Source: an optimization exercise on an open RTL-to-GDS flow (aim: small area and a short achievable clock period). Production flows keep margins and buffers that such runs may drop. The RTL was checked by simulation tests, not by an equivalence proof against the original design.

Setup of maple:
==> flow/design.v <==
module spi_ram_ctrl (
  input  logic       clk,
  input  logic       rst_n,
  input  logic [9:0] din,
  input  logic       rx_valid,
  output logic [7:0] dout,
  output logic       tx_valid,
  output logic       cmd_err
);
  logic        rx_valid_q;
  logic        accept;
  logic [1:0]  opcode;
  logic        wr_addr_vld;
  logic        rd_armed;
  logic [7:0]  wr_addr;
  logic [15:0] rd_lo;
  logic [15:0] rd_hi;
  logic        wr_go;
  logic        rd_fire;
  logic        we_q;
  logic [15:0] we_hi_q;
  logic [15:0] we_lo_q;
  logic [7:0]  wdata_q;
  logic        hit_q;
  logic [7:0]  mem [256];
  logic [7:0]  p   [16];
  logic [7:0]  rd_data;
  assign accept  = rx_valid & ~rx_valid_q;
  assign opcode  = din[9:8];
  assign wr_go   = accept & (opcode == 2'b01) & wr_addr_vld;
  assign rd_fire = accept & (opcode == 2'b11) & rd_armed;
  always_comb begin
    rd_data = '0;
    for (int k = 0; k < 16; k++) rd_data = rd_data | (p[k] & {8{rd_hi[k]}});
  end
  always_ff @(posedge clk or negedge rst_n) begin
    if (!rst_n) begin
      rx_valid_q  <= 1'b0;
      wr_addr_vld <= 1'b0;
      rd_armed    <= 1'b0;
      cmd_err     <= 1'b0;
      tx_valid    <= 1'b0;
      dout        <= '0;
    end else begin
      rx_valid_q <= rx_valid;
      cmd_err    <= accept & (((opcode == 2'b01) & ~wr_addr_vld) |
                              ((opcode == 2'b11) & ~rd_armed));
      if (accept) begin
        tx_valid <= (opcode == 2'b11) & rd_armed;
        case (opcode)
          2'b00:   wr_addr_vld <= 1'b1;
          2'b10:   rd_armed    <= 1'b1;
          2'b11:   rd_armed    <= 1'b0;
          default: ;
        endcase
      end
      if (rd_fire) begin
        dout <= hit_q ? wdata_q : rd_data;
      end
    end
  end
  always_ff @(posedge clk) begin
    if (accept & (opcode == 2'b00)) wr_addr <= din[7:0];
    if (accept & (opcode == 2'b10)) begin
      for (int j = 0; j < 16; j++) begin
        rd_lo[j] <= (din[3:0] == 4'(j));
        rd_hi[j] <= (din[7:4] == 4'(j));
      end
    end
    if (accept) wdata_q <= din[7:0];
    we_q <= wr_go;
    for (int j = 0; j < 16; j++) begin
      we_hi_q[j] <= wr_go & (wr_addr[7:4] == 4'(j));
      we_lo_q[j] <= (wr_addr[3:0] == 4'(j));
    end
    hit_q <= we_q & rd_lo[wr_addr[3:0]] & rd_hi[wr_addr[7:4]];
  end
  always_ff @(posedge clk) begin
    for (int r = 0; r < 256; r++) begin
      if (we_hi_q[r / 16] & we_lo_q[r % 16]) mem[r] <= wdata_q;
    end
  end
  always_ff @(posedge clk) begin
    for (int k = 0; k < 16; k++) begin
      logic [7:0] acc;
      acc = '0;
      for (int j = 0; j < 16; j++) acc = acc | (mem[16*k + j] & {8{rd_lo[j]}});
      p[k] <= acc;
    end
  end
endmodule
clock: 5.0 ns
lec_check: 0
cap_margin: 20
core_margin: 2
core_utilization: 75
cts_cluster_diameter: 100
cts_cluster_size: 30
setup_slack_margin: 2.7
slew_margin: 20
run.sh (not shown) runs the stock make flow with config.mk's settings and CLKGATE_MAP_FILE= SYNTH_SCRIPT=/design/flow/synth_recipe.tcl, a recipe that flattens the netlist after the stock synthesis.
For xenon, these inputs were changed with respect to maple:
# maple
export LEC_CHECK = 0
export CAP_MARGIN = 20
export CORE_MARGIN = 2
export CORE_UTILIZATION = 75
export CTS_CLUSTER_DIAMETER = 100
export CTS_CLUSTER_SIZE = 30
export SETUP_SLACK_MARGIN = 2.7
export SLEW_MARGIN = 20
create_clock -name core_clock -period 5.0 [get_ports {clk}]
# xenon
export LEC_CHECK = 0
export CAP_MARGIN = 20
export CORE_MARGIN = 2
export CORE_UTILIZATION = 65
export CTS_CLUSTER_DIAMETER = 100
export CTS_CLUSTER_SIZE = 30
export SETUP_SLACK_MARGIN = 2.7
export SLEW_MARGIN = 20
create_clock -name core_clock -period 5.0 [get_ports {clk}]
--- outcome ---
- xenon ended with less total global routing track utilization than maple.
- Vias per cell: xenon < maple
- The utilization of xenon falls short of that of maple by 10 points.
- On cell area after layout: xenon sits above maple.
- First-pass GRT wire length (higher): xenon
- From maple to xenon the numbers moved as follows: number of buffers added to fix hold violations after cts shows no meaningful change, post-cts resize count moved up.
- The initial antenna violation count in xenon is 1.13 times that in maple.
- Status: count of clock-net buffers in the final layout parity (maple, xenon)
- Summary: with maple as the reference, highest clock rate in xenon moved up slightly.
- maple -> xenon: proportion of synthesized flip-flops having asynchronous set or reset delta 0, exact match
The following lists how amber was set up differently from xenon:
# xenon
export LEC_CHECK = 0
export CAP_MARGIN = 20
export CORE_MARGIN = 2
export CORE_UTILIZATION = 65
export CTS_CLUSTER_DIAMETER = 100
export CTS_CLUSTER_SIZE = 30
export SETUP_SLACK_MARGIN = 2.7
export SLEW_MARGIN = 20
create_clock -name core_clock -period 5.0 [get_ports {clk}]
# amber
export LEC_CHECK = 0
export CAP_MARGIN = 20
export CORE_MARGIN = 2
export CORE_UTILIZATION = 65
export CTS_CLUSTER_DIAMETER = 100
export CTS_CLUSTER_SIZE = 30
export SETUP_SLACK_MARGIN = 2.9
export SLEW_MARGIN = 20
create_clock -name core_clock -period 5.0 [get_ports {clk}]
Notes after the runs:
- xenon went all the way through the flow, and no timing, DRC or antenna check failed.
- amber ended with every stage complete and zero timing, DRC or antenna violations.
- amber vs xenon: met2 demand-to-capacity share in global routing up
- [compare] base=xenon new=amber: area added between synthesis and finish about even, area of the mapped netlist roughly the same, clock-buffer cell count shows an increase of about 0.65%.
- Compared amber against xenon; cell area within noise.
- Compared to xenon, the routing of amber uses more wire.

static timing again, ports no longer ideal:
In the flow no input, the clock included, has a driving cell. The finished layouts below were timed again as built, in two steps.
Step 1 (the two cells are an assumption about what drives the block):
set clk [get_ports {clk}]
set_driving_cell -lib_cell sky130_fd_sc_hd__clkbuf_16 $clk
set_driving_cell -lib_cell sky130_fd_sc_hd__buf_2 [delete_from_list [all_inputs] $clk]
Step 2 moves the port delays by t, midway between the first and last clock arrival at a register: inputs arrive t later, outputs are due t later. That takes back most of the time a late clock gives input paths.
Slacks: ideal / step 1 / step 2; pairs: ideal / step 1.
run	t, ns	setup slack, ns	hold slack, ns	worst setup path after step 2	slew at the worst register clock pin (ns)
maple	0.782	2.575 / 2.505 / 1.953	0.477 / 0.477 / 0.477	input to register	0.12 / 0.12
xenon	0.789	2.618 / 2.546 / 1.935	0.483 / 0.483 / 0.483	input to register	0.12 / 0.12
amber	0.794	2.596 / 2.514 / 2.173	0.484 / 0.484 / 0.484	input to register	0.12 / 0.12
After both steps setup and hold are still met in every run listed. For xenon, which loses most, drivers alone change the setup slack by -0.072 ns; drivers and shift together by -0.683 ns.
